This design comes from an exercise in tuning for small area, a short achievable clock period and few clock cycles on the open sky130 flow, not from production work.

==> flow/design.v <==
`default_nettype none
package ellipse_pkg;
  localparam int COORD_BITS = 12;               
  localparam int RAD_BITS   = COORD_BITS - 1;   
  typedef logic signed [COORD_BITS-1:0] coord_t;
  typedef logic [RAD_BITS-1:0] rad_t;
  typedef logic [2*RAD_BITS-1:0] sq_t;
  typedef logic [3*RAD_BITS-1:0] prod_t;
  typedef logic signed [3*RAD_BITS+1:0] err_t;
  typedef enum logic [2:0] {
    idle,    
    point,   
    setup,   
    arc,     
    flat,    
    done     
  } ctrl_state_t;
endpackage
`default_nettype wire
`default_nettype none
module ellipse_generator (
  input  logic        clk,
  input  logic        reset,
  input  logic        enable,
  input  logic        run,
  input  logic        ena_pause,
  input  logic [1:0]  quadrant,
  input  logic [11:0] xc,
  input  logic [11:0] yc,
  input  logic [11:0] xr,
  input  logic [11:0] yr,
  output logic        busy,
  output logic        pixel_data_rdy,
  output logic        ellipse_complete,
  output logic [11:0] x_coord,
  output logic [11:0] y_coord
);
  localparam int ST_IDLE  = 0;
  localparam int ST_POINT = 1;
  localparam int ST_PASS  = 2;
  localparam int ST_I1    = 3;
  localparam int ST_I2    = 4;
  localparam int ST_ARC   = 5;
  localparam int ST_FLAT  = 6;
  localparam int ST_DONE  = 7;
  localparam int ST_H2    = 8;    
  logic [8:0]         st;         
  logic               half;       
  logic signed [11:0] rm, rn;     
  logic [11:0]        cxr, cyr;   
  logic [1:0]         quad;
  logic [3:0]         cnt;        
  logic signed [11:0] lx, ly;     
  logic signed [34:0] P;          
  logic               alpha_r, beta_r;
  logic signed [34:0] A;          
  logic signed [34:0] B;          
  logic signed [22:0] R;          
  logic signed [23:0] S;          
  logic signed [24:0] G;          
  logic valid, step;
  logic valid_out;                
  logic [11:0] x_next, y_next;
  assign valid = (st[ST_POINT]) || (st[ST_ARC]) || (st[ST_FLAT]);
  assign step  = enable && !(ena_pause && valid_out);
  assign pixel_data_rdy   = valid_out && !ena_pause;
  assign ellipse_complete = (st[ST_DONE]) && (!valid_out || (enable && !ena_pause));
  assign busy             = run || !((st[ST_IDLE]) || ellipse_complete);
  always_ff @(posedge clk or posedge reset) begin
    if (reset) begin
      valid_out <= 1'b0;
    end else if (step) begin
      valid_out <= valid;
    end
  end
  always_ff @(posedge clk) begin
    if (step) begin
      x_coord <= x_next;
      y_coord <= y_next;
    end
  end
  logic [11:0] u, v;
  assign u = half ? ly : lx;
  assign v = half ? lx : ly;
  logic [11:0] ux, vx;
  assign ux = u ^ {12{quad[0]}};
  assign vx = v ^ {12{quad[1]}};
  bk_add #(12) add_x (.a(cxr), .b(ux), .ci(quad[0]), .s(x_next));
  bk_add #(12) add_y (.a(cyr), .b(vx), .ci(quad[1]), .s(y_next));
  function automatic logic [1:0] half_kind(input logic signed [11:0] m, input logic signed [11:0] n);
    if (m >= 12'sd2) half_kind = 2'd2;
    else if ((n < 12'sd2) && (m >= 12'sd0)) half_kind = 2'd1;
    else half_kind = 2'd0;
  endfunction
  function automatic logic [3:0] top_bit(input logic [10:0] x);
    top_bit = 4'd0;
    for (int i = 0; i < 11; i++) if (x[i]) top_bit = i[3:0];
  endfunction
  logic [1:0]  k_acc, k_acc2, k_sw;
  logic        acc_swap;           
  logic        start_now;          
  logic [1:0]  start_kind;
  logic [11:0] start_n;            
  logic [3:0]  start_cnt;
  logic [12:0] start_3n;
  assign k_acc    = half_kind(xr, yr);
  assign k_acc2   = half_kind(yr, xr);
  assign k_sw     = half_kind(rn, rm);
  assign acc_swap = !(xr == 12'd0 && yr == 12'd0) && (k_acc == 2'd0);
  logic               dx;          
  logic               en_next;     
  logic signed [11:0] ly_step, lx_step;
  logic               flat_next;
  logic               half_end;    
  assign dx        = !P[34];
  logic        b_top_ones;
  logic        ge_g, ge_r;
  assign b_top_ones = &B[34:24];
  logic [25:0] cb, cg, cr, dg, dr;
  assign cb = {B[24], B[24:0]};
  assign cg = ~{G[24], G};
  assign cr = ~{{3{R[22]}}, R};
  bk_add #(26) cmp_add_g (.a(cb), .b(cg), .ci(1'b1), .s(dg));
  bk_add #(26) cmp_add_r (.a(cb), .b(cr), .ci(1'b1), .s(dr));
  assign ge_g    = !dg[25];
  assign ge_r    = !dr[25];
  assign en_next = !B[34] || (b_top_ones && (dx ? ge_g : ge_r));
  assign ly_step   = dx ? ly : ly - 12'sd1;
  assign lx_step   = lx + 12'sd1;
  logic flat_x, flat_d, lx_ok;
  assign lx_ok     = (lx < rm);
  assign flat_x    = (ly < 12'sd2) && lx_ok;
  assign flat_d    = (ly < 12'sd3) && (ly != -12'sd2048) && lx_ok;
  assign flat_next = dx ? flat_x : flat_d;
  assign half_end  = (st[ST_ARC])  ? (!en_next && !flat_next) :
                     (st[ST_FLAT]) ? (lx == rm) : 1'b0;
  assign start_n   = (st[ST_IDLE] || st[ST_DONE]) ? (acc_swap ? xr : yr) : rm;
  assign start_cnt = (st[ST_IDLE] || st[ST_DONE]) ? top_bit(xr[10:0] | yr[10:0])
                                                            : top_bit(rm[10:0] | rn[10:0]);
  assign start_3n  = {2'b00, start_n[10:0]} + {1'b0, start_n[10:0], 1'b0};
  logic [13:0] start_5n;
  assign start_5n  = {3'b000, start_n[10:0]} + {1'b0, start_n[10:0], 2'b00};
  always_ff @(posedge clk or posedge reset) begin
    if (reset) begin
      st <= 9'd1 << ST_IDLE;
      half  <= 1'b0;
    end else if (step) begin
      case (1'b1)
        st[ST_IDLE], st[ST_DONE]: begin
          if (run) begin
            half <= acc_swap;
            if (xr == 12'd0 && yr == 12'd0) st <= 9'd1 << ST_POINT;
            else if (k_acc == 2'd2) st <= 9'd1 << ST_PASS;
            else if (k_acc == 2'd1) st <= 9'd1 << ST_FLAT;
            else st <= (k_acc2 == 2'd2) ? (9'd1 << ST_PASS) : (k_acc2 == 2'd1) ? (9'd1 << ST_FLAT) : (9'd1 << ST_DONE);
          end else begin
            st <= 9'd1 << ST_IDLE;
          end
        end
        st[ST_POINT]: st <= 9'd1 << ST_DONE;
        st[ST_H2]: st <= (k_sw == 2'd2) ? (9'd1 << ST_PASS) : (k_sw == 2'd1) ? (9'd1 << ST_FLAT) : (9'd1 << ST_DONE);
        st[ST_PASS]:  if (cnt == 4'd0) st <= 9'd1 << ST_I1;
        st[ST_I1]:    st <= 9'd1 << ST_I2;
        st[ST_I2]:    st <= 9'd1 << ST_ARC;
        st[ST_ARC], st[ST_FLAT]: begin
          if (half_end) begin
            if (!half) begin
              half  <= 1'b1;
              st <= 9'd1 << ST_H2;
            end else begin
              st <= 9'd1 << ST_DONE;
            end
          end else if (st[ST_ARC] && !en_next) begin
            st <= 9'd1 << ST_FLAT;
          end
        end
        default: st <= 9'd1 << ST_IDLE;
      endcase
    end
  end
  always_ff @(posedge clk) begin
    if (step) begin
      alpha_r <= (bit_i < 4'd12) && bit_m[bit_i];
      beta_r  <= (bit_i < 4'd12) && bit_n[bit_i];
    end
  end
  logic alpha, beta;              
  assign alpha = alpha_r;
  assign beta  = beta_r;
  logic [3:0] cnt_next;
  logic [11:0] bit_m, bit_n;      
  logic [3:0]  bit_i;
  assign cnt_next = cnt - 4'd1;
  logic        alpha0, beta0;     
  always_comb begin
    if (st[ST_IDLE] || st[ST_DONE]) begin
      bit_m = acc_swap ? yr : xr;
      bit_n = acc_swap ? xr : yr;
      bit_i = start_cnt - 4'd1;
    end else if (st[ST_PASS]) begin
      bit_m = rm;
      bit_n = rn;
      bit_i = cnt_next;
    end else begin
      bit_m = rn;
      bit_n = rm;
      bit_i = start_cnt - 4'd1;
    end
  end
  logic        start_arc;         
  assign start_arc = (st[ST_IDLE] || st[ST_DONE]) ? (acc_swap ? (k_acc2 == 2'd2) : (k_acc == 2'd2))
                                                            : (k_sw == 2'd2);
  assign alpha0 = start_arc && bit_m[start_cnt];
  assign beta0  = start_arc && bit_n[start_cnt];
  logic signed [34:0] nz, nzi;     
  assign nz  = 35'(rn[10:0]);
  assign nzi = ~nz;
  logic signed [34:0] p1, p2, p2a, a1, a2, b1, b2, b2a, sumP, sumA, sumB;
  logic               pc, ac;
  logic signed [24:0] r1, r2, sumR;
  logic               rc;
  always_comb begin
    p1 = P; p2a = B; pc = 1'b0;
    a1 = A; a2 = 35'(R) <<< 1; ac = 1'b0;
    b1 = B; b2a = 35'(S) <<< 1;
    r1 = {R, 2'b00}; r2 = '0; rc = 1'b0;
    case (1'b1)
      st[ST_PASS]: begin
        p1 = P <<< 1;
        p2a = alpha ? 35'(G) : nzi;
        pc = !alpha;
        a1 = A <<< 2;
        a2 = alpha ? ~{22'd0, lx[10:0], 2'b01} : 35'sd0;
        ac = alpha;
        b1 = B <<< 2;
        b2a = alpha ? P : 35'sd0;
        r1 = 25'({R, 2'b00});
        r2 = beta ? ~{12'd0, ly[10:0], 2'b01} : 25'sd0;
        rc = beta;
      end
      st[ST_I1]: begin
        p1 = B;
        p2a = 35'(R);
        b1 = B <<< 1;
        b2a = 35'(R);
        r1 = A[24:0];
        r2 = 25'(R);
      end
      st[ST_I2]: begin
        p1 = P;
        p2a = A >>> 2;
        pc = rm[0];
        a1 = 35'(R);
        a2 = 35'(R) <<< 1;
        b1 = B;
        b2a = 35'(S) <<< 1;
        r1 = A[24:0];
        r2 = 25'(S);
      end
      default: ;
    endcase
  end
  logic dxw;
  assign dxw = st[ST_ARC] && dx;
  assign p2 = dxw ? A : p2a;
  assign b2 = dxw ? (35'(R) <<< 1) : b2a;
  assign sumP = p1 + p2 + 35'(pc);
  assign sumA = a1 + a2 + 35'(ac);
  assign sumB = b1 + b2;
  assign sumR = r1 + r2 + 25'(rc);
  always_ff @(posedge clk) begin
    if (step) begin
      case (1'b1)
        st[ST_IDLE], st[ST_DONE]: begin
          if (run) begin
            cxr  <= xc;
            cyr  <= yc;
            quad <= quadrant;
            lx   <= 12'(alpha0);
            ly   <= 12'(beta0);
            A    <= {35{alpha0}};
            B    <= alpha0 ? 35'(start_n[10:0]) : 35'sd0;
            R    <= {23{beta0}};
            P    <= alpha0 ? 35'(start_5n) : 35'(start_n[10:0]);
            G    <= 25'(start_3n);
            cnt  <= start_cnt - 4'd1;
            if (acc_swap) begin
              rm <= yr; rn <= xr;
            end else begin
              rm <= xr; rn <= yr;
            end
          end
        end
        st[ST_PASS]: begin
          P   <= sumP;
          A   <= sumA;
          B   <= sumB;
          R   <= sumR[22:0];
          lx  <= {lx[10:0], alpha};
          ly  <= {ly[10:0], beta};
          cnt <= cnt - 4'd1;
        end
        st[ST_I1]: begin
          P <= sumP;
          B <= sumB;
          S <= sumR[23:0];
        end
        st[ST_I2]: begin
          P  <= sumP;
          A  <= sumA;
          B  <= sumB;
          G  <= sumR;
          lx <= '0;
          ly <= rn;
        end
        st[ST_ARC]: begin
          lx <= lx_step;
          P  <= sumP;
          A  <= sumA;
          B  <= sumB;
          if (!dx) ly <= ly - 12'sd1;
          if (!en_next) begin
            if (flat_next) ly <= '0;
          end
        end
        st[ST_FLAT]: begin
          lx <= lx_step;
        end
        default: ;
      endcase
      if (st[ST_H2]) begin
        rm  <= rn;
        rn  <= rm;
        lx  <= 12'(alpha0);
        ly  <= 12'(beta0);
        A   <= {35{alpha0}};
        B   <= alpha0 ? 35'(start_n[10:0]) : 35'sd0;
        R   <= {23{beta0}};
        P   <= alpha0 ? 35'(start_5n) : 35'(start_n[10:0]);
        G   <= 25'(start_3n);
        cnt <= start_cnt - 4'd1;
      end
    end
  end
endmodule
`default_nettype wire
module bk_add #(parameter int N = 35) (
  input  logic [N-1:0] a,
  input  logic [N-1:0] b,
  input  logic         ci,
  output logic [N-1:0] s
);
  logic [N-1:0] p0, p, gg;
  always_comb begin
    p0 = a ^ b;
    p  = p0;
    gg = a & b;
    gg[0] = gg[0] | (p0[0] & ci);
    for (int i = 0; i < 6; i++) begin
      for (int j = 0; j < N; j++) begin
        if ((j % (2 ** (i + 1)) == 2 ** (i + 1) - 1) && (2 ** i < N)) begin
          gg[j] = gg[j] | (p[j] & gg[j - 2 ** i]);
          p[j]  = p[j] & p[j - 2 ** i];
        end
      end
    end
    for (int i = 5; i > 0; i--) begin
      for (int j = 0; j < N; j++) begin
        if ((j % (2 ** i) == 2 ** (i - 1) - 1) && (j >= 2 ** i) && (2 ** i < N)) begin
          gg[j] = gg[j] | (p[j] & gg[j - 2 ** (i - 1)]);
          p[j]  = p[j] & p[j - 2 ** (i - 1)];
        end
      end
    end
    s = p0 ^ {gg[N-2:0], ci};
  end
endmodule
clock: 8.5 ns
lec_check: 0
cap_margin: 20
core_margin: 2
core_utilization: 55
setup_slack_margin: 4.0
slew_margin: 20
run.sh (not shown) runs the stock make flow with config.mk's settings and CLKGATE_MAP_FILE= SYNTH_SCRIPT=/design/flow/synth_recipe.tcl, a recipe that flattens the netlist after the stock synthesis.
Next try:
--- a/flow/design.v
+++ b/flow/design.v
@@ -42,10 +42,9 @@
   localparam int ST_I2    = 4;
   localparam int ST_ARC   = 5;
   localparam int ST_FLAT  = 6;
   localparam int ST_DONE  = 7;
-  localparam int ST_H2    = 8;    
-  logic [8:0]         st;         
+  logic [7:0]         st;         
   logic               half;       
   logic signed [11:0] rm, rn;     
   logic [11:0]        cxr, cyr;   
   logic [1:0]         quad;
@@ -141,41 +140,40 @@
   logic [13:0] start_5n;
   assign start_5n  = {3'b000, start_n[10:0]} + {1'b0, start_n[10:0], 2'b00};
   always_ff @(posedge clk or posedge reset) begin
     if (reset) begin
-      st <= 9'd1 << ST_IDLE;
+      st <= 8'd1 << ST_IDLE;
       half  <= 1'b0;
     end else if (step) begin
       case (1'b1)
         st[ST_IDLE], st[ST_DONE]: begin
           if (run) begin
             half <= acc_swap;
-            if (xr == 12'd0 && yr == 12'd0) st <= 9'd1 << ST_POINT;
-            else if (k_acc == 2'd2) st <= 9'd1 << ST_PASS;
-            else if (k_acc == 2'd1) st <= 9'd1 << ST_FLAT;
-            else st <= (k_acc2 == 2'd2) ? (9'd1 << ST_PASS) : (k_acc2 == 2'd1) ? (9'd1 << ST_FLAT) : (9'd1 << ST_DONE);
+            if (xr == 12'd0 && yr == 12'd0) st <= 8'd1 << ST_POINT;
+            else if (k_acc == 2'd2) st <= 8'd1 << ST_PASS;
+            else if (k_acc == 2'd1) st <= 8'd1 << ST_FLAT;
+            else st <= (k_acc2 == 2'd2) ? (8'd1 << ST_PASS) : (k_acc2 == 2'd1) ? (8'd1 << ST_FLAT) : (8'd1 << ST_DONE);
           end else begin
-            st <= 9'd1 << ST_IDLE;
+            st <= 8'd1 << ST_IDLE;
           end
         end
-        st[ST_POINT]: st <= 9'd1 << ST_DONE;
-        st[ST_H2]: st <= (k_sw == 2'd2) ? (9'd1 << ST_PASS) : (k_sw == 2'd1) ? (9'd1 << ST_FLAT) : (9'd1 << ST_DONE);
-        st[ST_PASS]:  if (cnt == 4'd0) st <= 9'd1 << ST_I1;
-        st[ST_I1]:    st <= 9'd1 << ST_I2;
-        st[ST_I2]:    st <= 9'd1 << ST_ARC;
+        st[ST_POINT]: st <= 8'd1 << ST_DONE;
+        st[ST_PASS]:  if (cnt == 4'd0) st <= 8'd1 << ST_I1;
+        st[ST_I1]:    st <= 8'd1 << ST_I2;
+        st[ST_I2]:    st <= 8'd1 << ST_ARC;
         st[ST_ARC], st[ST_FLAT]: begin
           if (half_end) begin
             if (!half) begin
               half  <= 1'b1;
-              st <= 9'd1 << ST_H2;
+              st <= (k_sw == 2'd2) ? (8'd1 << ST_PASS) : (k_sw == 2'd1) ? (8'd1 << ST_FLAT) : (8'd1 << ST_DONE);
             end else begin
-              st <= 9'd1 << ST_DONE;
+              st <= 8'd1 << ST_DONE;
             end
           end else if (st[ST_ARC] && !en_next) begin
-            st <= 9'd1 << ST_FLAT;
+            st <= 8'd1 << ST_FLAT;
           end
         end
-        default: st <= 9'd1 << ST_IDLE;
+        default: st <= 8'd1 << ST_IDLE;
       endcase
     end
   end
   always_ff @(posedge clk) begin
@@ -327,9 +325,9 @@
           lx <= lx_step;
         end
         default: ;
       endcase
-      if (st[ST_H2]) begin
+      if (half_end && !half) begin
         rm  <= rn;
         rn  <= rm;
         lx  <= 12'(alpha0);
         ly  <= 12'(beta0);
After rerunning: The new run finished with timing, DRC and antenna clean. Count of clock-buffer cells in the layout climbs by 1. Worst setup slack loses 0.075 ns. Routed wire length is about the same. Fmax drops by about 1.5%. Critical path depth climbs by 4.
No run of this note included a check of the RTL's function; only the layout flow was run.

==> afterwards: timing with drivers on the ports <==
The results above use ideal ports. As a check the final layouts listed here were re-extracted and re-timed, cells and wires unchanged. Step 1: set_driving_cell puts a clkbuf_16 on clk and a buf_2 on each other input, an assumption about the parent block. Step 2 moves the port delays by t, midway between the first and last clock arrival at a register: inputs arrive t later, outputs are due t later. That takes back most of the time a late clock gives input paths. Three values: no drivers, after step 1, after step 2; two values: the first two.
run	t (ns)	setup slack, ns	latest minus earliest clock arrival (ns)
the first run	0.649	3.591 / 3.614 / 2.964	0.033 / 0.033
the second run	0.649	3.516 / 3.538 / 2.890	0.025 / 0.025
After both steps setup and hold are still met in every run listed. For the first run, which loses most, drivers alone change the setup slack by +0.023 ns; drivers and shift together by -0.627 ns.
